This is an optimization exercise on Yosys and OpenROAD, whose aim is small area, a short achievable clock period and few clock cycles per item, not a production implementation.
RTL that was checked went through simulation tests only; none was proved equivalent to the original.
The RTL of runs 1, 2 and 6 was laid out without a check of its function.

## flow/design.v (module list and top-level ports; edited modules follow where they fit)
// module muldiv_unit: 218 lines
// module muldiv_csa: 1099 lines
module muldiv_unit #(
    parameter int WIDTH     = 32,
    parameter int DIV_STEPS = 3
) (
    input  logic             clk,
    input  logic             reset,
    input  logic [3:0]       op,
    input  logic [WIDTH-1:0] src_a,
    input  logic [WIDTH-1:0] src_b,
    input  logic [1:0]       rd_sel,
    output logic             busy,
    output logic [WIDTH-1:0] result
);
  // ...
==> flow/run.sh <==
#!/bin/bash
# synth_recipe.tcl (not shown) runs the flow's synth.tcl, then flattens the netlist and writes it again
# the make line also repeats each setting of config.mk as NAME=value (left out here)
make -C /OpenROAD-flow-scripts/flow DESIGN_CONFIG=/design/flow/config.mk WORK_HOME=/design/flow/orfs CLKGATE_MAP_FILE= SYNTH_SCRIPT=/design/flow/synth_recipe.tcl finish
==> flow/config.mk <==
export PLATFORM = sky130hd
export DESIGN_NAME = muldiv_unit
export DESIGN_NICKNAME = muldiv_unit
export VERILOG_FILES = /design/flow/design.v
export SDC_FILE = /design/flow/constraint.sdc
export NUM_CORES = 4
export LEC_CHECK = 0
export CAP_MARGIN = 20
export CORE_MARGIN = 2
export CORE_UTILIZATION = 40
export SLEW_MARGIN = 20
==> flow/constraint.sdc <==
create_clock -name core_clock -period 15.0 [get_ports {clk}]
set_input_delay 3.0000 -clock core_clock [delete_from_list [all_inputs] [get_ports {clk}]]
set_output_delay 3.0000 -clock core_clock [all_outputs]
set_load 0.01 [all_outputs]
==> reports/qor.log, run 1 <==
INFO  floorplanning  rows=102
INFO  clock_network  clk_sink_count=145
INFO  cells_and_area num-clock-buffers=18
INFO  global_route   globalRouteMet3Util=0.0787
INFO  cells_and_area biggestCellCategory=multi-input combinational cells
INFO  critical_path  worst_setup_path_end_kind=flop
INFO  hold_path      worst_hold_path.endpoint=busy$_DFFE_PN0P_
INFO  global_route   grt_max_degree=65
INFO  clock_network  cts_setup_buffers=0
INFO  clock_network  tritoncts=done
INFO  synthesis      yosysWarnings=3
INFO  run_status     status=no timing/DRC/antenna violations
INFO  critical_path  total_buffers_and_inverters_traversed_by_the_critical_path=6
INFO  synthesis      synth.most_common_cell=sky130_fd_sc_hd__nand2_1
INFO  critical_path  critical_path.reg2reg.startpoint=hi[11]$_DFFE_PN0P_
INFO  clock_network  worstSkewPairLatency=0.51ns
INFO  run            drv_cap=0
INFO  timing         tightestPinTransition=1.11ns
INFO  cells_and_area mostFrequentLayoutCells=sky130_fd_sc_hd__nand2_1, sky130_fd_sc_hd__nor2_1, sky130_fd_sc_hd__inv_1
INFO  timing         finalCritPeriodShare=0.840
INFO  hold_path      hold_path.class=flop to flop
INFO  cells_and_area largest_reg_flops=34
INFO  synthesis      synth_largest_area_cell=sky130_fd_sc_hd__fa_1
INFO  synthesis      arithmetic_cell_share_of_the_synthesized_area_counting_full_adders_half_adders_and_majority_gates=0.242
INFO  clock_network  cts-root-to-sink-buffers=2
==> module muldiv_unit, before the edit <==
module muldiv_unit #(
    parameter int WIDTH     = 32,
    parameter int DIV_STEPS = 3
) (
    input  logic             clk,
    input  logic             reset,
    input  logic [3:0]       op,
    input  logic [WIDTH-1:0] src_a,
    input  logic [WIDTH-1:0] src_b,
    input  logic [1:0]       rd_sel,
    output logic             busy,
    output logic [WIDTH-1:0] result
);
    localparam int DW   = WIDTH + DIV_STEPS - 1;                
    localparam int NITR = (WIDTH + DIV_STEPS - 1) / DIV_STEPS;  
    localparam logic [3:0] OP_MULT  = 4'd1;
    localparam logic [3:0] OP_MULTU = 4'd2;
    localparam logic [3:0] OP_DIV   = 4'd3;
    localparam logic [3:0] OP_DIVU  = 4'd4;
    localparam logic [3:0] OP_MADD  = 4'd5;
    localparam logic [3:0] OP_MADDU = 4'd6;
    localparam logic [3:0] OP_MSUB  = 4'd7;
    localparam logic [3:0] OP_MSUBU = 4'd8;
    localparam logic [3:0] OP_MTHI  = 4'd9;
    localparam logic [3:0] OP_MTLO  = 4'd10;
    typedef enum logic [2:0] {IDLE, MUL, ALIGN, DIV, FIX} state_t;
    state_t           state;
    logic [WIDTH-1:0] hi, lo;
    logic [33:0]      x;         
    logic [1:0]       hx;
    logic [DW-1:0]    dv;        
    logic [3:0]       cnt;
    logic             sgn, msub, neg_q, neg_r;
    logic is_mul, is_div, is_sgn, is_acc, is_sub;
    always_comb begin
        is_mul = 1'b0; is_div = 1'b0; is_sgn = 1'b0; is_acc = 1'b0; is_sub = 1'b0;
        case (op)
            OP_MULT:  begin is_mul = 1'b1; is_sgn = 1'b1; end
            OP_MULTU: is_mul = 1'b1;
            OP_MADD:  begin is_mul = 1'b1; is_sgn = 1'b1; is_acc = 1'b1; end
            OP_MADDU: begin is_mul = 1'b1; is_acc = 1'b1; end
            OP_MSUB:  begin is_mul = 1'b1; is_sgn = 1'b1; is_acc = 1'b1; is_sub = 1'b1; end
            OP_MSUBU: begin is_mul = 1'b1; is_acc = 1'b1; is_sub = 1'b1; end
            OP_DIV:   begin is_div = 1'b1; is_sgn = 1'b1; end
            OP_DIVU:  is_div = 1'b1;
            default: ;
        endcase
    end
    logic              last_mul;
    logic [41:0]       mt, cs_s, cs_c, mz;
    logic [33:0]       mh;
    logic [32:0]       mu [8];
    logic [7:0]        mcorr;
    always_comb begin
        logic [32:0] arow;
        logic        flip;
        last_mul = (cnt[1:0] == 2'd0);
        mh = {~hx[1], hx[0], hi};
        for (int j = 0; j < 8; j++) begin
            flip     = (j == 7) && sgn && last_mul;    
            arow     = dv[32:0] ^ {33{flip}};
            mu[j]    = {~(lo[j] & arow[32]), arow[31:0] & {32{lo[j]}}};
            mcorr[j] = lo[j] & (msub ^ flip);
        end
        mz = last_mul ? {x, 8'b0} : 42'h2FF_0000_0000;
    end
    muldiv_csa u_csa (
        .hp(mh), .u0(mu[0]), .u1(mu[1]), .u2(mu[2]), .u3(mu[3]), .u4(mu[4]), .u5(mu[5]),
        .u6(mu[6]), .u7(mu[7]), .corr(mcorr), .z(mz), .s(cs_s), .c(cs_c)
    );
    assign mt = cs_s + cs_c;
    logic [WIDTH-1:0] neg_hi, neg_lo, mag_a, mag_b;
    assign neg_hi = -hi;
    assign neg_lo = -lo;
    assign mag_a  = (sgn && hi[WIDTH-1]) ? neg_hi : hi;
    assign mag_b  = (sgn && lo[WIDTH-1]) ? neg_lo : lo;
    function automatic logic [5:0] clz32(input logic [WIDTH-1:0] v);
        clz32 = 6'd32;
        for (int i = 0; i < WIDTH; i++)
            if (v[i]) clz32 = 6'(WIDTH - 1 - i);
    endfunction
    logic [5:0]  clz_a, clz_b;
    logic [6:0]  sdiff;
    logic [3:0]  nitr;         
    logic [5:0]  shamt;
    logic        q_zero, b_zero;
    always_comb begin
        clz_a  = clz32(mag_a);
        clz_b  = clz32(mag_b);
        b_zero = (lo == '0);
        sdiff  = {1'b0, clz_b} - {1'b0, clz_a};
        q_zero = sdiff[6];
        nitr   = 4'(sdiff[5:0] / DIV_STEPS);
        shamt  = 6'((32'(nitr) + 1) * DIV_STEPS - 1);
    end
    logic [WIDTH-1:0]     dr;
    logic [DIV_STEPS-1:0] dq;
    always_comb begin
        logic [DW:0] t;
        dr = hi;
        for (int j = 0; j < DIV_STEPS; j++) begin
            t = {1'b0, {(DW-WIDTH){1'b0}}, dr} - {1'b0, dv >> j};
            dq[DIV_STEPS-1-j] = ~t[DW];
            if (!t[DW]) dr = t[WIDTH-1:0];
        end
    end
    always_ff @(posedge clk or negedge reset) begin
        if (!reset) begin
            state <= IDLE;
            busy  <= 1'b0;
            hi    <= '0;
            lo    <= '0;
        end else begin
            case (state)
                IDLE: begin
                    if (op == OP_MTHI)
                        hi <= src_a;
                    else if (op == OP_MTLO)
                        lo <= src_a;
                    else if (is_mul) begin
                        lo    <= src_b;
                        hi    <= is_acc ? lo : '0;
                        state <= MUL;
                        busy  <= 1'b1;
                    end else if (is_div) begin
                        hi    <= src_a;
                        lo    <= src_b;
                        state <= ALIGN;
                        busy  <= 1'b1;
                    end
                end
                MUL: begin
                    lo <= {mt[7:0], lo[WIDTH-1:8]};
                    hi <= mt[39:8];
                    if (last_mul) begin
                        state <= IDLE;
                        busy  <= 1'b0;
                    end
                end
                ALIGN: begin
                    if (b_zero) begin
                        lo    <= '1;
                        state <= IDLE;
                        busy  <= 1'b0;
                    end else if (q_zero) begin
                        lo    <= '0;
                        state <= IDLE;
                        busy  <= 1'b0;
                    end else begin
                        hi    <= mag_a;
                        lo    <= '0;
                        state <= DIV;
                    end
                end
                DIV: begin
                    hi <= dr;
                    lo <= {lo[WIDTH-1-DIV_STEPS:0], dq};
                    if (cnt == '0) begin
                        if (neg_q || neg_r)
                            state <= FIX;
                        else begin
                            state <= IDLE;
                            busy  <= 1'b0;
                        end
                    end
                end
                FIX: begin
                    if (neg_r) hi <= neg_hi;
                    if (neg_q) lo <= neg_lo;
                    state <= IDLE;
                    busy  <= 1'b0;
                end
                default: begin
                    state <= IDLE;
                    busy  <= 1'b0;
                end
            endcase
        end
    end
    always_ff @(posedge clk) begin
        case (state)
            IDLE: begin
                if (is_mul) begin
                    x    <= {2'b0, (is_acc ? hi : '0)} + 34'h2_FF00_0000;
                    dv   <= DW'({33{is_sub}} ^ {is_sgn & src_a[WIDTH-1], src_a});
                    hx   <= 2'b0;
                    cnt  <= 4'd3;
                    sgn  <= is_sgn;
                    msub <= is_sub;
                end else if (is_div) begin
                    sgn  <= is_sgn;
                end
            end
            MUL: begin
                hx  <= mt[41:40];
                cnt <= cnt - 1'b1;
            end
            ALIGN: begin
                dv    <= DW'(mag_b) << shamt;
                cnt   <= nitr;
                neg_q <= sgn && (hi[WIDTH-1] ^ lo[WIDTH-1]);
                neg_r <= sgn && hi[WIDTH-1];
            end
            DIV: begin
                dv  <= dv >> DIV_STEPS;
                cnt <= cnt - 1'b1;
            end
            default: ;
        endcase
    end
    always_comb begin
        case (rd_sel)
            2'd1:    result = hi;
            2'd2:    result = lo;
            default: result = '0;
        endcase
    end
endmodule
==> inputs of run 2 (changes only) <==
--- a/flow/design.v
+++ b/flow/design.v
@@ -1,5 +1,5 @@
 module muldiv_unit #(
     parameter int WIDTH     = 32,
-    parameter int DIV_STEPS = 3
+    parameter int DIV_STEPS = 2
 ) (
     input  logic             clk,
@@ -12,5 +12,5 @@
     output logic [WIDTH-1:0] result
 );
-    localparam int DW   = WIDTH + DIV_STEPS - 1;                
+    localparam int DW   = WIDTH + DIV_STEPS;                    
     localparam int NITR = (WIDTH + DIV_STEPS - 1) / DIV_STEPS;  
     localparam logic [3:0] OP_MULT  = 4'd1;
@@ -71,23 +71,37 @@
     assign mt = cs_s + cs_c;
     logic [WIDTH-1:0] neg_hi, neg_lo, mag_a, mag_b;
-    assign neg_hi = -hi;
-    assign neg_lo = -lo;
-    assign mag_a  = (sgn && hi[WIDTH-1]) ? neg_hi : hi;
-    assign mag_b  = (sgn && lo[WIDTH-1]) ? neg_lo : lo;
-    function automatic logic [5:0] clz32(input logic [WIDTH-1:0] v);
-        clz32 = 6'd32;
+    always_comb begin
+        logic ch, cl;
+        ch = 1'b1;
+        cl = 1'b1;
+        for (int i = 0; i < WIDTH; i++) begin
+            neg_hi[i] = ~hi[i] ^ ch;
+            neg_lo[i] = ~lo[i] ^ cl;
+            ch = ch & ~hi[i];
+            cl = cl & ~lo[i];
+        end
+    end
+    assign mag_a = (sgn && hi[WIDTH-1]) ? neg_hi : hi;
+    assign mag_b = (sgn && lo[WIDTH-1]) ? neg_lo : lo;
+    function automatic logic signed [6:0] lead_pos(input logic [WIDTH-1:0] v, input logic neg, input logic top);
+        logic [WIDTH-1:0] w;
+        w = neg ? ~v : v;
+        lead_pos = -7'sd1;
         for (int i = 0; i < WIDTH; i++)
-            if (v[i]) clz32 = 6'(WIDTH - 1 - i);
+            if (w[i]) lead_pos = 7'(i);
+        if (neg) begin
+            if (top) lead_pos = lead_pos + 7'sd1;
+            else if (lead_pos < 0) lead_pos = 7'sd0;    
+        end
     endfunction
-    logic [5:0]  clz_a, clz_b;
-    logic [6:0]  sdiff;
+    logic signed [6:0] pos_a, pos_b, sdiff;
     logic [3:0]  nitr;         
     logic [5:0]  shamt;
     logic        q_zero, b_zero;
     always_comb begin
-        clz_a  = clz32(mag_a);
-        clz_b  = clz32(mag_b);
+        pos_a  = lead_pos(hi, sgn && hi[WIDTH-1], 1'b1);
+        pos_b  = lead_pos(lo, sgn && lo[WIDTH-1], 1'b0);
         b_zero = (lo == '0);
-        sdiff  = {1'b0, clz_b} - {1'b0, clz_a};
+        sdiff  = pos_a - pos_b;
         q_zero = sdiff[6];
         nitr   = 4'(sdiff[5:0] / DIV_STEPS);
--- a/flow/config.mk
+++ b/flow/config.mk
@@ -6,4 +6,5 @@
 export NUM_CORES = 4
 export LEC_CHECK = 0
+export ABC_AREA = 1
 export CAP_MARGIN = 20
 export CORE_MARGIN = 2
==> run 2 against run 1 <==
  * First-iteration DRC count is 26% lower
  * Fmax is 45% higher
  * Flip-flop and latch count stayed put
  * Synthesized cell count is 2.5% lower
  * Die area is 13% lower
  * Utilization is 0.11 points lower
==> reports/qor.log, run 2 <==
INFO  run_status     status=no timing/DRC/antenna violations
INFO  critical_path  peak_fanout_along_the_critical_path=32
INFO  cells_and_area final_nets=4352
INFO  floorplanning  initial_cell_density_of_the_core=0.402
INFO  clock_network  clk_sink_count=145 [unchanged]
INFO  floorplanning  die_w=263microns
INFO  placed_design  pre_cts_slack=6.36ns
INFO  global_route   antenna_found_initial=4
INFO  timing         maxClockFrequency=115MHz
INFO  timing         fin_crit=8.72ns
INFO  placed_design  dpl-instance-area=0.0285sqmm
INFO  timing         finalCritPeriodShare=0.581 [-0.259]
INFO  cells_and_area most_common_cell_after_layout_fill_and_taps_aside=sky130_fd_sc_hd__nand2_1
INFO  critical_path  criticalPathCategory=input port to output pin
INFO  hold_path      worst_hold_path.endpoint=state[0]$_DFFE_PN0P_
INFO  detailed_routing drtPass1Iterations=6
INFO  synthesis      netlist_instances=3865
INFO  clock_network  cts-root-to-sink-buffers=2 [unchanged]
INFO  synthesis      synthDominantCellAreaShare=0.194
INFO  placed_design  globalplace.congestion=1.03
INFO  timing         worst_case_hold_slack=0.543ns
INFO  synthesis      yosys-top-cells-count=sky130_fd_sc_hd__nand2_1, sky130_fd_sc_hd__inv_1, sky130_fd_sc_hd__o21ai_0, sky130_fd_sc_hd__fa_1, sky130_fd_sc_hd__a21oi_1
INFO  clock_network  cts_made_buffers=17
INFO  critical_path  r2r_cells=52
INFO  critical_path  crit_path_arrival_time=5.72ns
INFO  run            drv_cap=0 [unchanged]
INFO  synthesis      synth-edff-count=77
INFO  synthesis      synth.ff_latch_count=145
INFO  synthesis      seq_area_frac_synth=0.149
INFO  placed_design  post-place-cells=4675
INFO  clock_network  cts-htree-levels=4
INFO  timing         finalWorstSetupSlack=6.28ns
INFO  global_route   gr-total-overflow=0
INFO  synthesis      dominantRegCellSynth=sky130_fd_sc_hd__edfxtp_1
INFO  synthesis      syn_nets=4396
INFO  detailed_routing drt_first_iter_violations=2813
INFO  detailed_routing detail_route.wirelength=109000microns
INFO  synthesis      yosysWarnings=3 [unchanged]
INFO  hold_path      min_path_cells=2
INFO  detailed_routing drt.antenna.violating_nets=0
INFO  synthesis      synth.most_common_cell=sky130_fd_sc_hd__nand2_1
INFO  timing         setup_viol_count_final=0
INFO  timing         tightestPinTransition=1.15ns [+0.0429 ns]
INFO  global_route   number_of_global_route_vias_before_repair=26.2k
INFO  cells_and_area largest_reg_flops=34 [unchanged]
INFO  global_route   grt_pass1_wl=165000microns
INFO  synthesis      synth.area.top_cells=sky130_fd_sc_hd__fa_1, sky130_fd_sc_hd__nand2_1, sky130_fd_sc_hd__ha_1, sky130_fd_sc_hd__edfxtp_1, sky130_fd_sc_hd__inv_1
INFO  synthesis      synthArstFlopShare=0.469
INFO  placed_design  dpl.hpwl=84600microns
INFO  cells_and_area post_route_insts_no_fill=4709
INFO  detailed_routing vias_per_cell=5.70
INFO  cells_and_area drive_gt1_frac=0.0396
INFO  critical_path  rr_endpoint=dv[22]$_DFFE_PP_
INFO  critical_path  worst_ep_required_time=12.00ns
INFO  timing         setup_tns=0ns
INFO  timing         slew_violations=0
INFO  cells_and_area flow.area_growth_from_synthesis=8.15%
INFO  detailed_routing drcViolationCount=0
INFO  critical_path  worst_setup_path_end_kind=output pin
INFO  floorplanning  ioPinCount=105
INFO  critical_path  critical_path.reg2reg.startpoint=sgn$_DFFE_PP_
INFO  floorplanning  rows=95 [-6.9%]
INFO  floorplanning  die_h=263microns
INFO  hold_path      hold_path.class=flop to flop
INFO  clock_network  cts-resized-gates=0
INFO  cells_and_area mostFrequentLayoutCells=sky130_fd_sc_hd__nand2_1, sky130_fd_sc_hd__inv_1, sky130_fd_sc_hd__o21ai_0
INFO  hold_path      hold_start=state[0]$_DFFE_PN0P_
INFO  clock_network  worstSkewPairLatency=0.47ns [-0.04 ns]
INFO  detailed_routing num_vias=26.9k
INFO  global_route   grt_util_all_layers=0.314
INFO  timing         finalHoldViolations=0
INFO  placed_design  numPortBuffers=104
INFO  timing         grt_setup_unrepaired=false
INFO  synthesis      syn_area_per_cell=6.95squm
INFO  floorplanning  die-area=0.0693sqmm
INFO  synthesis      syn_area=0.0269sqmm
INFO  global_route   grt_max_degree=67 [+3.1%]
INFO  timing         slew_headroom=0.230
INFO  floorplanning  fp.coreArea=0.0668sqmm
INFO  clock_network  clock-root-buffer=sky130_fd_sc_hd__clkbuf_16
INFO  cells_and_area design_area=0.0291sqmm
INFO  detailed_routing wl_per_cell=23.1microns
INFO  critical_path  crit_path_start_kind=input port
INFO  clock_network  tritoncts=done
INFO  synthesis      synth_cell_type_count=60
INFO  cells_and_area reg.largest.list=dv: 34 flops, x: 33 flops
INFO  timing         timing.clock.skew=0.0185ns
INFO  critical_path  rrSetupSlack=6.67ns
INFO  cells_and_area top_register=dv
INFO  clock_network  clk_transition_reported_paths=0.07ns
INFO  clock_network  cts-hold-fix-buffers=0
INFO  cells_and_area utilization_after_layout=0.435
INFO  synthesis      synth_largest_area_cell=sky130_fd_sc_hd__fa_1
INFO  clock_network  cts_setup_buffers=0 [unchanged]
[run 2: cell types whose count changed after synthesis, moves of 50 or more]
cell,previous run,this run
sky130_fd_sc_hd__nand2_1,516,1073
sky130_fd_sc_hd__a221oi_1,70,0
sky130_fd_sc_hd__clkbuf_1,235,147
sky130_fd_sc_hd__inv_1,322,601
sky130_fd_sc_hd__a22oi_1,52,2
sky130_fd_sc_hd__o21ai_0,231,329
sky130_fd_sc_hd__a21o_1,70,4
sky130_fd_sc_hd__nor2_1,353,198
sky130_fd_sc_hd__nor3_1,76,10
sky130_fd_sc_hd__and2_1,87,3
sky130_fd_sc_hd__xnor2_1,168,35
sky130_fd_sc_hd__mux2i_1,80,10
[run 2: area by class of cell]
| type | instances | area [sq um] |
|---|---|---|
| multi-input combinational | 2900 | 19700 |
| sequential | 145 | 4010 |
| antenna | 2 | 5.00 |
| inverter | 613 | 2300 |
| tap | 873 | 1090 |
| clock buffer | 17 | 425 |
| clock inverter | 15 | 179 |
| fill | 7033 | 37700 |
| timing repair buffer | 144 | 1340 |
[run 2: cell families after synthesis]
| family | Yosys count | synth area share |
|---|---|---|
| mux | 10 | 0.00372 |
| buf+inv | 820 | 0.119 |
| fa+ha+maj | 459 | 0.286 |
| flops | 145 | 0.149 |
| xor+xnor | 103 | 0.0338 |
| compound gates | 828 | 0.180 |
| simple gates | 1500 | 0.228 |
[run 2: how the worst max path moves through the flow]
| stage | from | to | slack [ns] | cells past startpoint |
|---|---|---|---|---|
| CTS | rd_sel[1] | result[22] | 6.36 | 5 |
| global placement | rd_sel[1] | result[22] | 6.36 | 5 |
| global route | sgn$_DFFE_PP_ | dv[27]$_DFFE_PP_ | 5.99 | 50 |
| floorplan | rd_sel[1] | result[0] | 8.18 | 5 |
| detailed placement | rd_sel[1] | result[22] | 6.36 | 5 |
| finish | rd_sel[1] | result[23] | 6.28 | 5 |
[run 2: layer usage]
layer / share of wire / global-route usage / vias up
met1: 0.43 / 0.430 / 12900
met4: 0.042 / 0.121 / 10
li1: - / - / 12400
met2: 0.44 / 0.493 / 1299
met3: 0.091 / 0.0566 / 241
met5: 0.00067 / 0 / -
[run 2: critical path, stage by stage]
cell and delay [ns]:
sky130_fd_sc_hd__clkdlybuf4s50_1 0.71, sky130_fd_sc_hd__ha_2 0.87, sky130_fd_sc_hd__nand2_1 0.12, sky130_fd_sc_hd__a21oi_1 0.37
sky130_fd_sc_hd__clkdlybuf4s50_1 0.62
==> inputs of run 3 (changes only) <==
--- a/flow/design.v
+++ b/flow/design.v
@@ -70,28 +70,39 @@
     );
     assign mt = cs_s + cs_c;
+    function automatic logic [WIDTH-1:0] negate(input logic [WIDTH-1:0] x);
+        logic [WIDTH-1:0] o;
+        o = x;
+        for (int l = 1; l < WIDTH; l = l * 2)
+            for (int i = WIDTH - 1; i >= 0; i--)
+                if ((i / l) % 2 == 1)
+                    o[i] = o[i] | o[(i / l) * l - 1];
+        negate = x ^ {o[WIDTH-2:0], 1'b0};
+    endfunction
     logic [WIDTH-1:0] neg_hi, neg_lo, mag_a, mag_b;
-    always_comb begin
-        logic ch, cl;
-        ch = 1'b1;
-        cl = 1'b1;
-        for (int i = 0; i < WIDTH; i++) begin
-            neg_hi[i] = ~hi[i] ^ ch;
-            neg_lo[i] = ~lo[i] ^ cl;
-            ch = ch & ~hi[i];
-            cl = cl & ~lo[i];
-        end
-    end
+    assign neg_hi = negate(hi);
+    assign neg_lo = negate(lo);
     assign mag_a = (sgn && hi[WIDTH-1]) ? neg_hi : hi;
     assign mag_b = (sgn && lo[WIDTH-1]) ? neg_lo : lo;
     function automatic logic signed [6:0] lead_pos(input logic [WIDTH-1:0] v, input logic neg, input logic top);
         logic [WIDTH-1:0] w;
-        w = neg ? ~v : v;
-        lead_pos = -7'sd1;
-        for (int i = 0; i < WIDTH; i++)
-            if (w[i]) lead_pos = 7'(i);
-        if (neg) begin
-            if (top) lead_pos = lead_pos + 7'sd1;
-            else if (lead_pos < 0) lead_pos = 7'sd0;    
-        end
+        logic [15:0]      x1;
+        logic [7:0]       x2;
+        logic [3:0]       x3;
+        logic [1:0]       x4;
+        logic [4:0]       p;
+        w    = v ^ {WIDTH{neg}};
+        p[4] = |w[31:16];
+        x1   = p[4] ? w[31:16] : w[15:0];
+        p[3] = |x1[15:8];
+        x2   = p[3] ? x1[15:8] : x1[7:0];
+        p[2] = |x2[7:4];
+        x3   = p[2] ? x2[7:4] : x2[3:0];
+        p[1] = |x3[3:2];
+        x4   = p[1] ? x3[3:2] : x3[1:0];
+        p[0] = x4[1];
+        if (w == '0)
+            lead_pos = neg ? 7'sd0 : -7'sd1;    
+        else
+            lead_pos = {2'b0, p} + {6'b0, neg && top};
     endfunction
     logic signed [6:0] pos_a, pos_b, sdiff;
@@ -223,11 +234,8 @@
         endcase
     end
-    always_comb begin
-        case (rd_sel)
-            2'd1:    result = hi;
-            2'd2:    result = lo;
-            default: result = '0;
-        endcase
-    end
+    logic sel_hi, sel_lo;
+    assign sel_hi = rd_sel[0] & ~rd_sel[1];
+    assign sel_lo = rd_sel[1] & ~rd_sel[0];
+    assign result = ({WIDTH{sel_hi}} & hi) | ({WIDTH{sel_lo}} & lo);
 endmodule
 module muldiv_csa (
==> flow/flow/run.sh (new file) <==
#!/bin/bash
# The standard layout (the standard.sh, unchanged synthesis and steps), except that the
# port buffers that global placement inserts on every input and output use a plain buf_2
# instead of the delay-cell buffer buffer_ports would otherwise pick.
set -euo pipefail
export BUFFER_PORTS_ARGS="-buffer_cell sky130_fd_sc_hd__buf_2"
bash standard.sh > standard.log 2>&1
==> flow/standard.sh (new file) <==
#!/bin/bash
# synth_recipe.tcl (not shown) runs the flow's synth.tcl, then flattens the netlist and writes it again
# the make line also repeats each setting of config.mk as NAME=value (left out here)
make -C /OpenROAD-flow-scripts/flow DESIGN_CONFIG=/design/flow/config.mk WORK_HOME=/design/flow/orfs CLKGATE_MAP_FILE= SYNTH_SCRIPT=/design/flow/synth_recipe.tcl "${@:-finish}"
removed: flow/run.sh
==> run 3 against run 2 <==
  * Via count is 6.6% higher
  * Highest routed layer unchanged
  * Register-to-register slack better by 0.08 ns
  * Worst setup slack better by 0.46 ns
  * Final area is 0.77% lower
  * Global-route usage is 3.6 points higher
  * Worst hold slack worse by 0.051 ns
  * Area after synthesis is 0.63% higher
  * Critical path depth is 35 higher
  * Non-clock buffer count is 7 higher
==> reports/qor.log, run 3 <==
INFO  clock_network  cts-htree-levels=4 [unchanged]
INFO  floorplanning  initial_cell_density_of_the_core=0.403 [+0.00111]
INFO  timing         finalHoldViolations=0 [unchanged]
INFO  cells_and_area ff_latch_area=0.00401sqmm [unchanged]
INFO  detailed_routing num_vias=28.6k [+6.6%]
INFO  synthesis      synth.area.mux_share=0.00185 [-0.00187]
INFO  floorplanning  fp.coreArea=0.0670sqmm [+0.36%]
INFO  clock_network  clk_sink_count=145 [unchanged]
INFO  synthesis      synth-xor-area-share=0.0379 [+0.00404]
INFO  clock_network  cts_made_buffers=17 [unchanged]
INFO  synthesis      arithmetic_cell_share_of_the_synthesized_area_counting_full_adders_half_adders_and_majority_gates=0.261 [-0.0254]
INFO  placed_design  numPortBuffers=104 [unchanged]
INFO  timing         setup_viol_count_final=0 [unchanged]
INFO  timing         slew_headroom=0.285 [+0.0542]
INFO  detailed_routing drcViolationCount=0 [unchanged]
INFO  floorplanning  die-area=0.0697sqmm [+0.62%]
INFO  timing         slew_violations=0 [unchanged]
INFO  floorplanning  rows=95 [unchanged]
INFO  cells_and_area top_register=dv
INFO  cells_and_area final_nets=4443 [+2.1%]
INFO  run_status     status=no timing/DRC/antenna violations
INFO  critical_path  critical_path.reg2reg.startpoint=hi[31]$_DFFE_PN0P_
INFO  clock_network  cts-resized-gates=0 [unchanged]
INFO  placed_design  globalplace.congestion=1.05 [+2.3%]
INFO  timing         setup_tns=0ns [unchanged]
INFO  global_route   antenna_found_initial=2 [-2]
INFO  synthesis      synth-edff-count=77 [unchanged]
INFO  hold_path      hold_start=busy$_DFFE_PN0P_
INFO  placed_design  dpl-instance-area=0.0282sqmm [-0.79%]
INFO  timing         fin_crit=8.25ns [-0.464 ns]
INFO  synthesis      netlist_instances=3999 [+3.5%]
INFO  cells_and_area multiInputGateArea=0.0198sqmm [+0.32%]
INFO  synthesis      syn_nets=4479 [+1.9%]
INFO  global_route   grt_max_degree=69 [+3.0%]
INFO  cells_and_area flow.area_growth_from_synthesis=6.64%
INFO  timing         timing.clock.skew=0.0135ns [-0.00499 ns]
INFO  detailed_routing vias_per_cell=5.90 [+3.5%]
INFO  synthesis      synth_compound_gate_area_share=0.199 [+0.0189]
INFO  detailed_routing drtPass1Iterations=6 [unchanged]
INFO  timing         tightestPinTransition=1.06ns [-0.0898 ns]
INFO  cells_and_area filler_cell_count=7143 [+1.6%]
INFO  synthesis      seq_area_frac_synth=0.148 [-0.000939]
INFO  synthesis      yosys-top-cells-count=sky130_fd_sc_hd__nand2_1, sky130_fd_sc_hd__inv_1, sky130_fd_sc_hd__o21ai_0, sky130_fd_sc_hd__a21oi_1, sky130_fd_sc_hd__fa_1
INFO  floorplanning  die_w=264microns [+0.31%]
INFO  timing         grt_setup_unrepaired=false
INFO  critical_path  critPathSlowestCell=sky130_fd_sc_hd__inv_1
INFO  synthesis      synth-simple-area-share=0.229 [+0.00101]
INFO  hold_path      hold_path.class=flop to flop
INFO  timing         finalCritPeriodShare=0.550 [-0.0310]
INFO  clock_network  worstSkewPairLatency=0.48ns [about the same]
INFO  synthesis      synth.area.top_cells=sky130_fd_sc_hd__fa_1, sky130_fd_sc_hd__nand2_1, sky130_fd_sc_hd__inv_1, sky130_fd_sc_hd__edfxtp_1, sky130_fd_sc_hd__o21ai_0
INFO  synthesis      synth_largest_area_cell=sky130_fd_sc_hd__fa_1
INFO  clock_network  cts_setup_buffers=0 [unchanged]
INFO  detailed_routing drt.antenna.violating_nets=0 [unchanged]
INFO  cells_and_area reg.largest.list=dv: 34 flops, x: 33 flops
INFO  synthesis      dominantRegCellSynth=sky130_fd_sc_hd__edfxtp_1
INFO  cells_and_area mostFrequentLayoutCells=sky130_fd_sc_hd__nand2_1, sky130_fd_sc_hd__inv_1, sky130_fd_sc_hd__o21ai_0
INFO  synthesis      synth_cell_type_count=58 [-3.3%]
INFO  global_route   gr-total-overflow=0 [unchanged]
INFO  cells_and_area largest_reg_flops=34 [unchanged]
INFO  cells_and_area antenna-diode-count=0 [-2]
INFO  synthesis      synth.ff_latch_count=145 [unchanged]
INFO  clock_network  cts-hold-fix-buffers=0 [unchanged]
INFO  synthesis      synthDominantCellAreaShare=0.192 [-0.00122]
INFO  detailed_routing wl_per_cell=25.3microns [+9.5%]
INFO  critical_path  critical_path.most_common_cell=sky130_fd_sc_hd__nand2_1
INFO  critical_path  worst_setup_path_end_kind=flop
INFO  clock_network  cts-root-to-sink-buffers=2 [unchanged]
INFO  critical_path  crit_path_start=hi[31]$_DFFE_PN0P_
INFO  cells_and_area design_area=0.0288sqmm [-0.77%]
INFO  critical_path  crit_path_start_kind=flop
INFO  floorplanning  die_h=264microns [+0.31%]
INFO  floorplanning  ioPinCount=105 [unchanged]
INFO  synthesis      syn_area_per_cell=6.76squm [-2.7%]
INFO  global_route   grt_pass1_wl=182000microns [+10%]
INFO  placed_design  dpl.hpwl=97000microns [+15%]
INFO  clock_network  clk_transition_reported_paths=0.07ns [about the same]
INFO  hold_path      min_path_cells=2 [unchanged]
INFO  cells_and_area most_common_cell_after_layout_fill_and_taps_aside=sky130_fd_sc_hd__nand2_1
INFO  hold_path      worst_hold_path.endpoint=busy$_DFFE_PN0P_
INFO  detailed_routing detail_route.wirelength=123000microns [+13%]
INFO  critical_path  worst_ep_required_time=15.31ns [+3.31 ns]
INFO  synthesis      synthArstFlopShare=0.469 [unchanged]
INFO  critical_path  r2r_cells=40 [-23%]
INFO  synthesis      yosysWarnings=3 [unchanged]
INFO  critical_path  crit_path_arrival_time=8.56ns [+2.84 ns]
INFO  synthesis      syn_area=0.0270sqmm [+0.63%]
INFO  synthesis      dominant_combinational_cell_family_by_area_after_synthesis=adder cells
INFO  global_route   grt_util_all_layers=0.350 [+0.0362]
INFO  cells_and_area utilization_after_layout=0.430 [-0.00488]
INFO  clock_network  tritoncts=done
INFO  cells_and_area drive_gt1_frac=0.0644 [+0.0247]
INFO  critical_path  critical_path.max_stage_delay=0.79ns [-0.08 ns]
INFO  critical_path  rr_endpoint=dv[31]$_DFFE_PP_
INFO  timing         maxClockFrequency=121MHz [+5.6%]
INFO  critical_path  peak_fanout_along_the_critical_path=40 [+25%]
INFO  detailed_routing drt_first_iter_violations=3852 [+37%]
INFO  synthesis      synth.most_common_cell=sky130_fd_sc_hd__nand2_1
INFO  run            drv_cap=0 [unchanged]
INFO  global_route   number_of_global_route_vias_before_repair=27.6k [+5.3%]
INFO  critical_path  criticalPathCategory=flop to flop
INFO  critical_path  rrSetupSlack=6.75ns [+0.08 ns]
INFO  clock_network  clock-root-buffer=sky130_fd_sc_hd__clkbuf_16
-- run 3: cell count changes in the layout (fill, tap and decap cells not counted), sizes merged, moves of 26 or more --
| cell | change |
|---|---|
| a21oi | +77 |
| buf | +110 |
| clkdlybuf4s50 | -103 |
| ha | -51 |
| inv | +39 |
| nand2 | -90 |
| nand3 | +39 |
| o211ai | -34 |
| o21ai | +43 |
| o22ai | +37 |
| o32ai | -26 |
-- run 3: per-stage QoR --
stage	hold WS (ns)	setup slack (ns)	std cells
after floorplan	0.515	8.18	3999
after global placement	0.476	6.86	4817
after detailed placement	0.481	6.97	4817
after CTS	0.500	6.93	4849
after global routing	0.567	6.23	4849
final	0.491	6.75	4849
-- run 3: cells by family after synthesis --
logic type / Yosys count
flip-flops: 145
multiplexers: 5
buffers and inverters: 865
AND/OR/NAND/NOR: 1503
adder cells (fa/ha/maj): 408
XOR/XNOR: 117
AO/OA/AOI/OAI: 956
-- run 3: critical path: cells and delay by family (launching register included) --
family	cells	cell delay, ns
buffers and inverters	8	1.70
XOR/XNOR	1	0.29
flip-flops	1	0.70
adder cells (fa/ha/maj)	4	1.31
AO/OA/AOI/OAI	4	0.76
AND/OR/NAND/NOR	23	3.24
-- run 3: how the worst max path moves through the flow --
stage	endpoint	slack (ns)	depth (start not counted)
floorplan	result[10]	8.18	5
global placement	dv[31]$_DFFE_PP_	6.86	40
detailed placement	dv[31]$_DFFE_PP_	6.97	40
CTS	dv[31]$_DFFE_PP_	6.93	40
global route	dv[31]$_DFFE_PP_	6.23	41
finish	dv[31]$_DFFE_PP_	6.75	40
-- run 3: area by class of cell --
class / instances / area share
clock inverter: 15 / 0.00625
timing repair buffer: 151 / 0.0305
inverter: 659 / 0.0858
sequential: 145 / 0.139
multi-input combinational: 2989 / 0.686
tap: 873 / 0.0379
clock buffer: 17 / 0.0147
-- run 3: per-layer routing --
| layer | GRT usage | vias up | part of all wire | wire (microns) |
|---|---|---|---|---|
| met2 | 0.539 | 1801 | 0.43 | 53200 |
| li1 | - | 12900 | - | - |
| met5 | 0 | - | 0.00020 | 24 |
| met1 | 0.480 | 13600 | 0.41 | 50100 |
| met3 | 0.0567 | 281 | 0.11 | 12900 |
| met4 | 0.168 | 4 | 0.052 | 6380 |
Testbench counts of run 3, summed over its fixed seeds: cycles 13,426, items 3,200.
==> inputs of run 4 (changes only) <==
==> flow/run.sh (new file) <==
#!/bin/bash
# synth_recipe.tcl (not shown) runs the flow's synth.tcl, then flattens the netlist and writes it again
# the make line also repeats each setting of config.mk as NAME=value (left out here)
make -C /OpenROAD-flow-scripts/flow DESIGN_CONFIG=/design/flow/config.mk WORK_HOME=/design/flow/orfs CLKGATE_MAP_FILE= SYNTH_SCRIPT=/design/flow/synth_recipe.tcl finish
--- a/flow/config.mk
+++ b/flow/config.mk
@@ -7,6 +7,6 @@
 export LEC_CHECK = 0
 export ABC_AREA = 1
-export CAP_MARGIN = 20
+export CAP_MARGIN = 80
 export CORE_MARGIN = 2
 export CORE_UTILIZATION = 40
-export SLEW_MARGIN = 20
+export SLEW_MARGIN = 80
removed: flow/flow/run.sh
removed: flow/standard.sh
==> run 4 against run 3 <==
  * Sequential share of layout area down 1.3 points
  * Critical path type is now input port to output pin
  * Critical endpoint is now result[7]
  * Fmax increased by 4.7%
  * Largest cell class unchanged
  * Area after synthesis stayed put
  * Register-to-register slack gained 0.96 ns
==> reports/qor.log, run 4 <==
INFO  run_status     status=no timing/DRC/antenna violations
INFO  placed_design  dpl.hpwl=103000microns [+6.5%]
INFO  global_route   gr-total-overflow=0 [unchanged]
INFO  critical_path  crit_path_start_kind=input port
INFO  clock_network  clk_sink_count=145 [unchanged]
INFO  timing         grt_setup_unrepaired=false
INFO  synthesis      synth.ff_latch_count=145 [unchanged]
INFO  floorplanning  initial_cell_density_of_the_core=0.403 [unchanged]
INFO  critical_path  rr_endpoint=hi[5]$_DFFE_PN0P_
INFO  timing         setup_viol_count_final=0 [unchanged]
INFO  clock_network  cts_made_buffers=17 [unchanged]
INFO  hold_path      worst_hold_path.endpoint=busy$_DFFE_PN0P_
INFO  clock_network  cts_setup_buffers=0 [unchanged]
INFO  cells_and_area largest_reg_flops=34 [unchanged]
INFO  synthesis      synthDominantCellAreaShare=0.192 [unchanged]
INFO  cells_and_area mostFrequentLayoutCells=sky130_fd_sc_hd__nand2_1, sky130_fd_sc_hd__inv_1, sky130_fd_sc_hd__a21oi_1
INFO  critical_path  worst_ep_required_time=12.00ns [-3.31 ns]
INFO  clock_network  clock-root-buffer=sky130_fd_sc_hd__clkbuf_16
INFO  critical_path  rrSetupSlack=7.71ns [+0.96 ns]
INFO  global_route   grt_util_all_layers=0.357 [+0.00680]
INFO  clock_network  cts-resized-gates=0 [unchanged]
INFO  critical_path  criticalPathCategory=input port to output pin
INFO  timing         timing.clock.skew=0.0149ns [+0.00142 ns]
INFO  detailed_routing vias_per_cell=5.87 [-0.54%]
INFO  synthesis      synth.most_common_cell=sky130_fd_sc_hd__nand2_1
INFO  synthesis      yosysWarnings=3 [unchanged]
INFO  clock_network  cts-hold-fix-buffers=0 [unchanged]
INFO  cells_and_area final_nets=4561 [+2.7%]
INFO  global_route   global_route.usage.met2=0.540 [+0.00114]
INFO  global_route   grt_pass1_wl=185000microns [+1.8%]
INFO  cells_and_area drive_gt1_frac=0.139 [+0.0744]
INFO  synthesis      synth.area.top_cells=sky130_fd_sc_hd__fa_1, sky130_fd_sc_hd__nand2_1, sky130_fd_sc_hd__inv_1, sky130_fd_sc_hd__edfxtp_1, sky130_fd_sc_hd__o21ai_0
INFO  timing         setup_tns=0ns [unchanged]
INFO  clock_network  tritoncts=done
INFO  timing         slew_violations=0 [unchanged]
INFO  detailed_routing drt.antenna.violating_nets=0 [unchanged]
INFO  detailed_routing wl_per_cell=25.1microns [-0.83%]
INFO  global_route   antenna_found_initial=4 [+2]
INFO  detailed_routing drtPass1Iterations=8 [+2]
INFO  floorplanning  die_w=264microns [unchanged]
INFO  clock_network  cts-root-to-sink-buffers=2 [unchanged]
INFO  critical_path  cp_top_family=buffers and inverters
INFO  timing         finalCritPeriodShare=0.526 [-0.0245]
INFO  synthesis      dominantRegCellSynth=sky130_fd_sc_hd__edfxtp_1
INFO  timing         finalHoldViolations=0 [unchanged]
INFO  floorplanning  die_h=264microns [unchanged]
INFO  cells_and_area reg.largest.list=dv: 34 flops, x: 33 flops
INFO  synthesis      synth_largest_area_cell=sky130_fd_sc_hd__fa_1
INFO  cells_and_area most_common_cell_after_layout_fill_and_taps_aside=sky130_fd_sc_hd__nand2_1
INFO  run            drv_cap=0 [unchanged]
INFO  critical_path  critical_path.max_stage_delay=0.58ns [-0.21 ns]
INFO  timing         fin_crit=7.88ns [-0.368 ns]
INFO  floorplanning  die-area=0.0697sqmm [unchanged]
INFO  critical_path  critPathSlowestCell=sky130_fd_sc_hd__clkdlybuf4s50_1
INFO  global_route   globalRouteMet3Util=0.0738 [+0.0172]
INFO  floorplanning  fp.coreArea=0.0670sqmm [unchanged]
INFO  synthesis      synth-edff-count=77 [unchanged]
INFO  synthesis      netlist_instances=3999 [unchanged]
INFO  clock_network  clk_transition_reported_paths=0.07ns [about the same]
INFO  detailed_routing num_vias=29.2k [+1.9%]
INFO  timing         tightestPinTransition=0.335ns [-0.727 ns]
INFO  global_route   grt_max_degree=46 [-33%]
INFO  hold_path      hold_path.class=flop to flop
INFO  detailed_routing drt_first_iter_violations=3586 [-6.9%]
INFO  critical_path  crit_path_arrival_time=4.88ns [-3.68 ns]
INFO  detailed_routing drcViolationCount=0 [unchanged]
INFO  critical_path  critical_path.reg2reg.startpoint=sgn$_DFFE_PP_
INFO  placed_design  globalplace.congestion=1.08 [+2.9%]
INFO  critical_path  peak_fanout_along_the_critical_path=14 [-65%]
INFO  hold_path      min_path_cells=2 [unchanged]
INFO  global_route   globalRoute.busiestLayer=met2
INFO  synthesis      synthArstFlopShare=0.469 [unchanged]
INFO  global_route   number_of_global_route_vias_before_repair=28.4k [+2.7%]
INFO  timing         maxClockFrequency=127MHz [+4.7%]
INFO  timing         slew_headroom=0.775 [+0.491]
INFO  clock_network  worstSkewPairLatency=0.48ns [about the same]
INFO  synthesis      syn_nets=4479 [unchanged]
INFO  placed_design  numPortBuffers=104 [unchanged]
INFO  synthesis      seq_area_frac_synth=0.148 [unchanged]
INFO  synthesis      syn_area_per_cell=6.76squm [unchanged]
INFO  critical_path  total_buffers_and_inverters_traversed_by_the_critical_path=5 [-3]
INFO  floorplanning  rows=95 [unchanged]
INFO  floorplanning  ioPinCount=105 [unchanged]
INFO  critical_path  worst_setup_path_end_kind=output pin
INFO  hold_path      hold_start=busy$_DFFE_PN0P_
INFO  cells_and_area utilization_after_layout=0.482 [+0.0518]
INFO  synthesis      synth_cell_type_count=58 [unchanged]
INFO  cells_and_area top_register=dv
INFO  critical_path  r2r_cells=46 [+15%]
INFO  global_route   gr_util_met1=0.483 [+0.00351]
INFO  synthesis      syn_area=0.0270sqmm [unchanged]
INFO  detailed_routing detail_route.wirelength=125000microns [+1.6%]
INFO  synthesis      yosys-top-cells-count=sky130_fd_sc_hd__nand2_1, sky130_fd_sc_hd__inv_1, sky130_fd_sc_hd__o21ai_0, sky130_fd_sc_hd__a21oi_1, sky130_fd_sc_hd__fa_1
INFO  critical_path  path_cells=clkdlybuf4s50_1 -> inv_1 -> or2_4 -> buf_6 -> buf_6 -> o22ai_1 -> clkdlybuf4s50_1
INFO  cells_and_area flow.area_growth_from_synthesis=19.5%
INFO  clock_network  cts-htree-levels=4 [unchanged]
-- run 4: logic make-up (layout without fill, tap and decap cells) --
kind of cell | after synthesis | count (layout) | share of synthesized area
DFF | 145 | 145 | 0.148
other | 0 | 2 | 0
adders and majority gates | 408 | 408 | 0.261
buffers and inverters | 865 | 960 | 0.123
AOI/OAI and AO/OA | 956 | 956 | 0.199
muxes | 5 | 5 | 0.00185
xor gates and xnor gates | 117 | 117 | 0.0379
and+or+nand+nor | 1503 | 1503 | 0.229
-- run 4: layout make-up --
cell class / count / area (sq um)
Fill cell: 6856 / 34700
Multi-Input combinational cell: 2989 / 21100
Sequential cell: 145 / 4070
Timing Repair Buffer: 269 / 2930
Inverter: 659 / 2550
Tap cell: 873 / 1090
Clock buffer: 17 / 425
Clock inverter: 15 / 181
Antenna cell: 2 / 5.00
-- run 4: per-layer routing --
metal / vias up / part of all wire
met5: - / 0.000064
met4: 2 / 0.061
met3: 357 / 0.11
met2: 1747 / 0.43
met1: 13900 / 0.41
li1: 13200 / -
-- run 4: per-stage QoR --
step                instance area [sq um]  worst slack [ns]  cells  hold WS (ns)
global placement                    28800              6.82   4817         0.470
finish                              32300              7.12   4969         0.499
floorplan                           27000              8.18   3999         0.515
CTS                                 32000              7.14   4960         0.504
detailed placement                  31400              7.16   4928         0.487
global route                        32300              7.03   4967         0.530
-- run 4: worst max-delay path by stage --
stage,endpoint,from,depth (start not counted),slack [ns]
finish,result[7],rd_sel[1],7,7.12
floorplan,result[10],rd_sel[1],5,8.18
detailed placement,result[7],rd_sel[1],7,7.16
global placement,dv[31]$_DFFE_PP_,hi[31]$_DFFE_PN0P_,38,6.82
global route,hi[13]$_DFFE_PN0P_,sgn$_DFFE_PP_,46,7.03
CTS,result[7],rd_sel[1],7,7.14
-- run 4: worst register-to-register path, delay by kind of cell (launching register included) --
family / cells / cell delay, ns
AND/OR/NAND/NOR: 18 / 2.23
buffers and inverters: 12 / 1.82
AO/OA/AOI/OAI: 11 / 1.63
adder cells (fa/ha/maj): 3 / 0.80
XOR/XNOR: 2 / 0.37
flip-flops: 1 / 0.34
==> inputs of run 5 (changes only) <==
--- a/flow/config.mk
+++ b/flow/config.mk
@@ -7,6 +7,6 @@
 export LEC_CHECK = 0
 export ABC_AREA = 1
-export CAP_MARGIN = 80
+export CAP_MARGIN = 20
 export CORE_MARGIN = 2
 export CORE_UTILIZATION = 40
-export SLEW_MARGIN = 80
+export SLEW_MARGIN = 20
==> run 5 against run 4 <==
  * Critical path depth up 33
  * Register-to-register slack worse by 0.92 ns
  * Die area unchanged
  * Flip-flop and latch count unchanged
  * Final area down 9.1%
  * Utilization down 4.4 points
  * Sequential share of layout area up 1.1 points
  * First-iteration DRC count down 1.7%
  * Largest cell class unchanged
  * Critical path type is now flop to flop
==> reports/qor.log, run 5 <==
INFO  synthesis      synth_largest_area_cell=sky130_fd_sc_hd__fa_1
INFO  placed_design  pre_cts_slack=6.90ns [-0.256 ns]
INFO  critical_path  criticalPathCategory=flop to flop
INFO  hold_path      hold_path.class=flop to flop
INFO  cells_and_area filler_cell_count=7134 [+4.1%]
INFO  synthesis      synth.area.top_cells=sky130_fd_sc_hd__fa_1, sky130_fd_sc_hd__nand2_1, sky130_fd_sc_hd__inv_1, sky130_fd_sc_hd__edfxtp_1, sky130_fd_sc_hd__o21ai_0
INFO  timing         setup_tns=0ns [unchanged]
INFO  detailed_routing drt_first_iter_violations=3524 [-1.7%]
INFO  clock_network  clock-root-buffer=sky130_fd_sc_hd__clkbuf_16
INFO  synthesis      dominantRegCellSynth=sky130_fd_sc_hd__edfxtp_1
INFO  floorplanning  initial_cell_density_of_the_core=0.403 [unchanged]
INFO  timing         fin_crit=8.21ns [+0.331 ns]
INFO  critical_path  rr_endpoint=dv[31]$_DFFE_PP_
INFO  timing         finalWorstSetupSlack=6.79ns [-0.331 ns]
INFO  hold_path      worst_hold_path.endpoint=busy$_DFFE_PN0P_
INFO  cells_and_area top_register=dv
INFO  critical_path  critPathSlowestCell=sky130_fd_sc_hd__inv_1
INFO  global_route   grt_pass1_wl=182000microns [-1.7%]
INFO  synthesis      synth.most_common_cell=sky130_fd_sc_hd__nand2_1
INFO  synthesis      synth-edff-count=77 [unchanged]
INFO  global_route   gr-total-overflow=0 [unchanged]
INFO  cells_and_area final_nets=4444 [-2.6%]
INFO  detailed_routing drt.antenna.violating_nets=0 [unchanged]
INFO  global_route   grt_max_degree=69 [+50%]
INFO  timing         worst_case_hold_slack=0.499ns [+0.000361 ns]
INFO  cells_and_area flow.area_growth_from_synthesis=8.56%
INFO  clock_network  cts-htree-levels=4 [unchanged]
INFO  clock_network  cts-root-to-sink-buffers=2 [unchanged]
INFO  cells_and_area drive_gt1_frac=0.0392 [-0.0995]
INFO  floorplanning  fp.coreArea=0.0670sqmm [unchanged]
INFO  placed_design  globalplace.congestion=1.08 [unchanged]
INFO  timing         setup_viol_count_final=0 [unchanged]
INFO  placed_design  dpl.hpwl=97800microns [-5.4%]
INFO  clock_network  cts_made_buffers=17 [unchanged]
INFO  cells_and_area post_route_insts_no_fill=4850 [-2.4%]
INFO  placed_design  post-place-cells=4818 [-2.2%]
INFO  clock_network  clk_transition_reported_paths=0.07ns [about the same]
INFO  detailed_routing drcViolationCount=0 [unchanged]
INFO  clock_network  worstSkewPairLatency=0.49ns [about the same]
INFO  floorplanning  die_w=264microns [unchanged]
INFO  critical_path  crit_path_arrival_time=8.53ns [+3.65 ns]
INFO  synthesis      seq_area_frac_synth=0.148 [unchanged]
INFO  detailed_routing detail_route.wirelength=123000microns [-1.5%]
INFO  clock_network  clk_sink_count=145 [unchanged]
INFO  critical_path  worst_ep_required_time=15.31ns [+3.31 ns]
INFO  clock_network  cts_setup_buffers=0 [unchanged]
INFO  critical_path  critical_path.most_common_cell=sky130_fd_sc_hd__nand2_1
INFO  cells_and_area reg.largest.list=dv: 34 flops, x: 33 flops
INFO  synthesis      syn_area_per_cell=6.76squm [unchanged]
INFO  cells_and_area multiInputGateArea=0.0198sqmm [-6.1%]
INFO  hold_path      hold_start=busy$_DFFE_PN0P_
INFO  critical_path  rrSetupSlack=6.79ns [-0.92 ns]
INFO  global_route   antenna_found_initial=2 [-2]
INFO  synthesis      synth_cell_type_count=58 [unchanged]
INFO  cells_and_area ff_latch_area=0.00402sqmm [-1.4%]
INFO  timing         slew_headroom=0.253 [-0.522]
INFO  critical_path  worst_setup_path_end_kind=flop
INFO  timing         slew_violations=0 [unchanged]
INFO  cells_and_area antenna-diode-count=0 [-2]
INFO  floorplanning  ioPinCount=105 [unchanged]
INFO  synthesis      synthDominantCellAreaShare=0.192 [unchanged]
INFO  global_route   number_of_global_route_vias_before_repair=27.7k [-2.5%]
INFO  run            drv_cap=0 [unchanged]
INFO  run_status     status=no timing/DRC/antenna violations
INFO  cells_and_area mostFrequentLayoutCells=sky130_fd_sc_hd__nand2_1, sky130_fd_sc_hd__inv_1, sky130_fd_sc_hd__o21ai_0
INFO  timing         maxClockFrequency=122MHz [-4.0%]
INFO  synthesis      syn_nets=4479 [unchanged]
INFO  detailed_routing wl_per_cell=25.3microns [+0.87%]
INFO  timing         tightestPinTransition=1.11ns [+0.774 ns]
INFO  timing         grt_setup_unrepaired=false
INFO  synthesis      syn_area=0.0270sqmm [unchanged]
INFO  floorplanning  die_h=264microns [unchanged]
INFO  detailed_routing drtPass1Iterations=10 [+2]
INFO  global_route   grt_util_all_layers=0.352 [-0.00504]
INFO  detailed_routing num_vias=28.5k [-2.4%]
INFO  synthesis      yosys-top-cells-count=sky130_fd_sc_hd__nand2_1, sky130_fd_sc_hd__inv_1, sky130_fd_sc_hd__o21ai_0, sky130_fd_sc_hd__a21oi_1, sky130_fd_sc_hd__fa_1
INFO  critical_path  crit_path_start_kind=flop
INFO  detailed_routing vias_per_cell=5.87 [about the same]
INFO  clock_network  cts-hold-fix-buffers=0 [unchanged]
INFO  critical_path  critical_path.max_stage_delay=0.79ns [+0.21 ns]
INFO  synthesis      yosysWarnings=3 [unchanged]
INFO  synthesis      synthArstFlopShare=0.469 [unchanged]
INFO  clock_network  cts-resized-gates=0 [unchanged]
INFO  timing         finalCritPeriodShare=0.548 [+0.0221]
INFO  placed_design  numPortBuffers=104 [unchanged]
INFO  cells_and_area largest_reg_flops=34 [unchanged]
INFO  hold_path      min_path_cells=2 [unchanged]
INFO  synthesis      netlist_instances=3999 [unchanged]
INFO  synthesis      synth.ff_latch_count=145 [unchanged]
INFO  timing         timing.clock.skew=0.0104ns [-0.00445 ns]
INFO  cells_and_area most_common_cell_after_layout_fill_and_taps_aside=sky130_fd_sc_hd__nand2_1
INFO  floorplanning  die-area=0.0697sqmm [unchanged]
INFO  timing         finalHoldViolations=0 [unchanged]
INFO  critical_path  peak_fanout_along_the_critical_path=40 [+26]
INFO  floorplanning  rows=95 [unchanged]
INFO  critical_path  critical_path.reg2reg.startpoint=hi[31]$_DFFE_PN0P_
INFO  critical_path  r2r_cells=40 [-13%]
INFO  clock_network  tritoncts=done
## run 5: worst max path at each step
stage                       startpoint                to  cells after the start
floorplan                    rd_sel[1]        result[10]                      5
global placement    hi[31]$_DFFE_PN0P_  dv[31]$_DFFE_PP_                     38
detailed placement  hi[31]$_DFFE_PN0P_  dv[28]$_DFFE_PP_                     40
CTS                 hi[31]$_DFFE_PN0P_  dv[31]$_DFFE_PP_                     40
global route        hi[31]$_DFFE_PN0P_  dv[31]$_DFFE_PP_                     40
finish              hi[31]$_DFFE_PN0P_  dv[31]$_DFFE_PP_                     40
## run 5: cell families (layout without fill, tap and decap cells)
group,count (synthesis),count (layout),synth area share
multiplexers,5,5,0.00185
flip-flops,145,145,0.148
AO/OA/AOI/OAI,956,956,0.199
adder cells (fa/ha/maj),408,408,0.261
AND/OR/NAND/NOR,1503,1503,0.229
XOR/XNOR,117,117,0.0379
buffers and inverters,865,843,0.123
## run 5: through the flow
step | cell area [sq um] | util
3_3_place_gp | 28800 | 0.429
2_1_floorplan | 27000 | -
3_5_place_dp | 28800 | 0.429
5_1_grt | 29400 | 0.438
6_report | 29400 | 0.438
4_1_cts | 29400 | 0.438
## run 5: worst max-delay path, delay by kind of cell (launching register included)
kind,cells,cell delay (ns)
buffers and inverters,8,1.70
AO/OA/AOI/OAI,4,0.81
AND/OR/NAND/NOR,23,3.14
adder cells (fa/ha/maj),4,1.33
flip-flops,1,0.70
XOR/XNOR,1,0.30
## run 5: final cells by class
class	instances	area share
clock buffer	21	0.0168
clock inverter	11	0.00298
inverter	659	0.0843
multi-input combinational	2989	0.674
sequential	145	0.137
tap	873	0.0372
timing repair buffer	152	0.0484
## run 5: metal layers
layer | GRT usage | part of all wire | vias to the layer above
met5 | 0 | 0 | -
met4 | 0.157 | 0.050 | 0
met3 | 0.0659 | 0.10 | 273
met2 | 0.536 | 0.43 | 1725
met1 | 0.486 | 0.42 | 13600
li1 | - | - | 12900
==> inputs of run 6 (changes only) <==
--- a/flow/design.v
+++ b/flow/design.v
@@ -106,13 +106,12 @@
             lead_pos = {2'b0, p} + {6'b0, neg && top};
     endfunction
-    logic signed [6:0] pos_a, pos_b, sdiff;
+    logic signed [6:0] pos_a, pos_b, pa, pb, sdiff;
     logic [3:0]  nitr;         
     logic [5:0]  shamt;
-    logic        q_zero, b_zero;
+    logic        q_zero, bz;   
     always_comb begin
-        pos_a  = lead_pos(hi, sgn && hi[WIDTH-1], 1'b1);
-        pos_b  = lead_pos(lo, sgn && lo[WIDTH-1], 1'b0);
-        b_zero = (lo == '0);
-        sdiff  = pos_a - pos_b;
+        pos_a  = lead_pos(src_a, is_sgn && src_a[WIDTH-1], 1'b1);
+        pos_b  = lead_pos(src_b, is_sgn && src_b[WIDTH-1], 1'b0);
+        sdiff  = pa - pb;
         q_zero = sdiff[6];
         nitr   = 4'(sdiff[5:0] / DIV_STEPS);
@@ -164,5 +163,5 @@
                 end
                 ALIGN: begin
-                    if (b_zero) begin
+                    if (bz) begin
                         lo    <= '1;
                         state <= IDLE;
@@ -215,4 +214,7 @@
                 end else if (is_div) begin
                     sgn  <= is_sgn;
+                    pa   <= pos_a;
+                    pb   <= pos_b;
+                    bz   <= (src_b == '0);
                 end
             end
==> flow/flow/run.sh (new file) <==
#!/bin/bash
# The standard layout (the standard.sh, unchanged synthesis and steps), except that the
# port buffers that global placement inserts on every input and output use a plain buf_2
# instead of the delay-cell buffer buffer_ports would otherwise pick.
set -euo pipefail
export BUFFER_PORTS_ARGS="-buffer_cell sky130_fd_sc_hd__buf_2"
bash standard.sh > standard.log 2>&1
==> flow/standard.sh (new file) <==
#!/bin/bash
# synth_recipe.tcl (not shown) runs the flow's synth.tcl, then flattens the netlist and writes it again
# the make line also repeats each setting of config.mk as NAME=value (left out here)
make -C /OpenROAD-flow-scripts/flow DESIGN_CONFIG=/design/flow/config.mk WORK_HOME=/design/flow/orfs CLKGATE_MAP_FILE= SYNTH_SCRIPT=/design/flow/synth_recipe.tcl "${@:-finish}"
removed: flow/run.sh
==> run 6 against run 5 <==
  * Utilization is 0.81 points lower
  * Still clean
  * Flip-flop and latch count is 14 higher
  * Clock-buffer cell count is 3 lower
  * Synthesized cell count is 11% higher
  * Critical path type is now input port to output pin
  * Die area is 8.2% higher
  * Final area is 6.4% higher
  * Critical endpoint is now result[18]
  * Fmax is 14% higher
==> reports/qor.log, run 6 <==
INFO  critical_path  cp_top_family=simple AND/OR/NAND/NOR gates
INFO  floorplanning  initial_cell_density_of_the_core=0.403 [about the same]
INFO  floorplanning  die_w=275microns [+4.0%]
INFO  timing         setup_tns=0ns [unchanged]
INFO  timing         worst_case_hold_slack=0.558ns [+0.0590 ns]
INFO  timing         grt_setup_unrepaired=false
INFO  synthesis      synth.area.mux_share=0.000341 [-0.00151]
INFO  cells_and_area reg.largest.list=dv: 34 flops, x: 33 flops
INFO  timing         slew_violations=0 [unchanged]
INFO  synthesis      syn_area_per_cell=6.58squm [-2.7%]
INFO  critical_path  critPathSlowestCell=sky130_fd_sc_hd__or2_2
INFO  floorplanning  ioPinCount=105 [unchanged]
INFO  detailed_routing drt.antenna.violating_nets=0 [unchanged]
INFO  clock_network  clk_sink_count=159 [+9.7%]
INFO  timing         finalCritPeriodShare=0.481 [-0.0665]
INFO  synthesis      synth-edff-count=91 [+18%]
INFO  critical_path  crit_path_start_kind=input port
INFO  run_status     status=no timing/DRC/antenna violations
INFO  timing         finalHoldViolations=0 [unchanged]
INFO  detailed_routing drt_first_iter_violations=3361 [-4.6%]
INFO  global_route   gr-total-overflow=0 [unchanged]
INFO  timing         fin_crit=7.22ns [-0.998 ns]
INFO  cells_and_area mostFrequentLayoutCells=sky130_fd_sc_hd__nand2_1, sky130_fd_sc_hd__inv_1, sky130_fd_sc_hd__nand3_1
INFO  synthesis      synthDominantCellAreaShare=0.178 [-0.0149]
INFO  synthesis      yosys-top-cells-count=sky130_fd_sc_hd__nand2_1, sky130_fd_sc_hd__inv_1, sky130_fd_sc_hd__nand3_1, sky130_fd_sc_hd__o21ai_0, sky130_fd_sc_hd__nor2_1
INFO  detailed_routing drcViolationCount=0 [unchanged]
INFO  synthesis      syn_nets=4935 [+10%]
INFO  cells_and_area largest_reg_flops=34 [unchanged]
INFO  clock_network  clock-root-buffer=sky130_fd_sc_hd__clkbuf_16
INFO  synthesis      dominant_combinational_cell_family_by_area_after_synthesis=simple AND/OR/NAND/NOR gates
INFO  detailed_routing vias_per_cell=5.83 [-0.76%]
INFO  detailed_routing drtPass1Iterations=7 [-3]
INFO  critical_path  rrSetupSlack=8.29ns [+1.50 ns]
INFO  cells_and_area flow.area_growth_from_synthesis=6.63%
INFO  critical_path  criticalPathCategory=input port to output pin
INFO  clock_network  cts_setup_buffers=0 [unchanged]
INFO  synthesis      synth-simple-area-share=0.285 [+0.0560]
INFO  timing         setup_viol_count_final=0 [unchanged]
INFO  synthesis      synth-xor-area-share=0.0284 [-0.00950]
INFO  synthesis      dominantRegCellSynth=sky130_fd_sc_hd__edfxtp_1
INFO  clock_network  cts_made_buffers=17 [unchanged]
INFO  clock_network  cts-resized-gates=0 [unchanged]
INFO  floorplanning  rows=99 [+4.2%]
INFO  global_route   grt_max_degree=69 [unchanged]
INFO  synthesis      seq_area_frac_synth=0.151 [+0.00288]
INFO  critical_path  total_buffers_and_inverters_traversed_by_the_critical_path=3 [-5]
INFO  hold_path      hold_path.class=flop to flop
INFO  synthesis      syn_area=0.0293sqmm [+8.4%]
==> run 6: cell count changes in the layout (fill, tap and decap cells not counted), moves of 53 or more <==
cell and change:
sky130_fd_sc_hd__inv_1 +97, sky130_fd_sc_hd__nand2_1 +174, sky130_fd_sc_hd__nor2_1 +89, sky130_fd_sc_hd__clkdlybuf4s50_1 -103, sky130_fd_sc_hd__o21ai_0 -77, sky130_fd_sc_hd__buf_2 +103, sky130_fd_sc_hd__a21oi_1 -53, sky130_fd_sc_hd__nand3_1 +169
==> run 6: per-layer routing <==
| layer | vias to the layer above | wire length (microns) | track usage |
|---|---|---|---|
| li1 | 14400 | - | - |
| met1 | 15000 | 51800 | 0.438 |
| met2 | 1665 | 59900 | 0.577 |
| met3 | 443 | 12500 | 0.0840 |
| met4 | 4 | 10100 | 0.224 |
| met5 | - | 25 | 0 |
==> run 6: worst min-delay path: cells and delay by family (launching register included) <==
| kind | cells | cell delay (ns) |
|---|---|---|
| AO/OA/AOI/OAI | 2 | 0.17 |
| flip-flops | 1 | 0.35 |
==> run 6: final cells by class <==
| cell class | instances | area, sq um |
|---|---|---|
| Antenna cell | 3 | 7.51 |
| Multi-Input combinational cell | 3333 | 21300 |
| Timing Repair Buffer | 152 | 883 |
| Tap cell | 959 | 1200 |
| Sequential cell | 159 | 4430 |
| Clock inverter | 14 | 198 |
| Inverter | 758 | 2850 |
| Clock buffer | 18 | 429 |
| Fill cell | 7783 | 41500 |
==> run 6: cell families (layout without fill, tap and decap cells) <==
group           after synthesis  in the layout
compound gates              850            850
xor+xnor                     95             95
fa+ha+maj                   407            407
buf+inv                     964            942
flops                       159            159
mux                           1              1
other cells                   0              3
simple gates               1980           1980
==> run 6: worst paths after layout <==
check                                 start                   end  cells past startpoint
setup / recovery                  rd_sel[1]            result[18]                      5
hold / removal             busy$_DFFE_PN0P_      busy$_DFFE_PN0P_                      2
setup reg to reg           cnt[0]$_DFFE_PP_    hi[28]$_DFFE_PN0P_                     24
hold reg to reg            busy$_DFFE_PN0P_      busy$_DFFE_PN0P_                      2
max in group asynchronous             reset     lo[1]$_DFFE_PN0P_                      1
min in group asynchronous             reset  state[0]$_DFFE_PN0P_                      1
==> run 6: through the flow <==
stage	worst slack (ns)	area [sq um]	instances	util
finish	7.78	31300	5396	0.430
global route	7.72	31300	5393	0.430
CTS	7.83	31300	5393	0.430
detailed placement	7.83	30600	5361	0.421
global placement	7.88	30600	5361	0.421
floorplan	8.18	29300	4456	-

separate check: timing with driven ports:
No port has a modelled driver above. Below, the same layouts with a new extraction and two added sets of constraints.
Step 1 assumes that a clkbuf_16 drives the clock port and a buf_2 every other input.
Step 2 times the ports against the registers' clock, not the clock port: input delays grow and output delays shrink by t, the midpoint of the rising clock arrivals with the driver on.
Three values: ideal, step 1, step 2; two values: the first two.
| run | shift t [ns] | slack for setup (ns) | latest minus earliest clock arrival (ns) |
|---|---|---|---|
| run 1 | 0.561 | 2.397 / 2.397 / 2.397 | 0.020 / 0.019 |
| run 2 | 0.534 | 6.284 / 6.259 / 6.259 | 0.018 / 0.019 |
| run 3 | 0.541 | 6.749 / 6.749 / 6.749 | 0.014 / 0.014 |
| run 4 | 0.538 | 7.116 / 7.093 / 7.093 | 0.015 / 0.015 |
| run 5 | 0.548 | 6.785 / 6.785 / 6.785 | 0.010 / 0.011 |
| run 6 | 0.583 | 7.783 / 7.763 / 7.763 | 0.017 / 0.017 |
After both steps setup and hold are still met in every run listed. For run 2, which loses most, drivers alone change the setup slack by -0.025 ns; drivers and shift together by -0.025 ns.
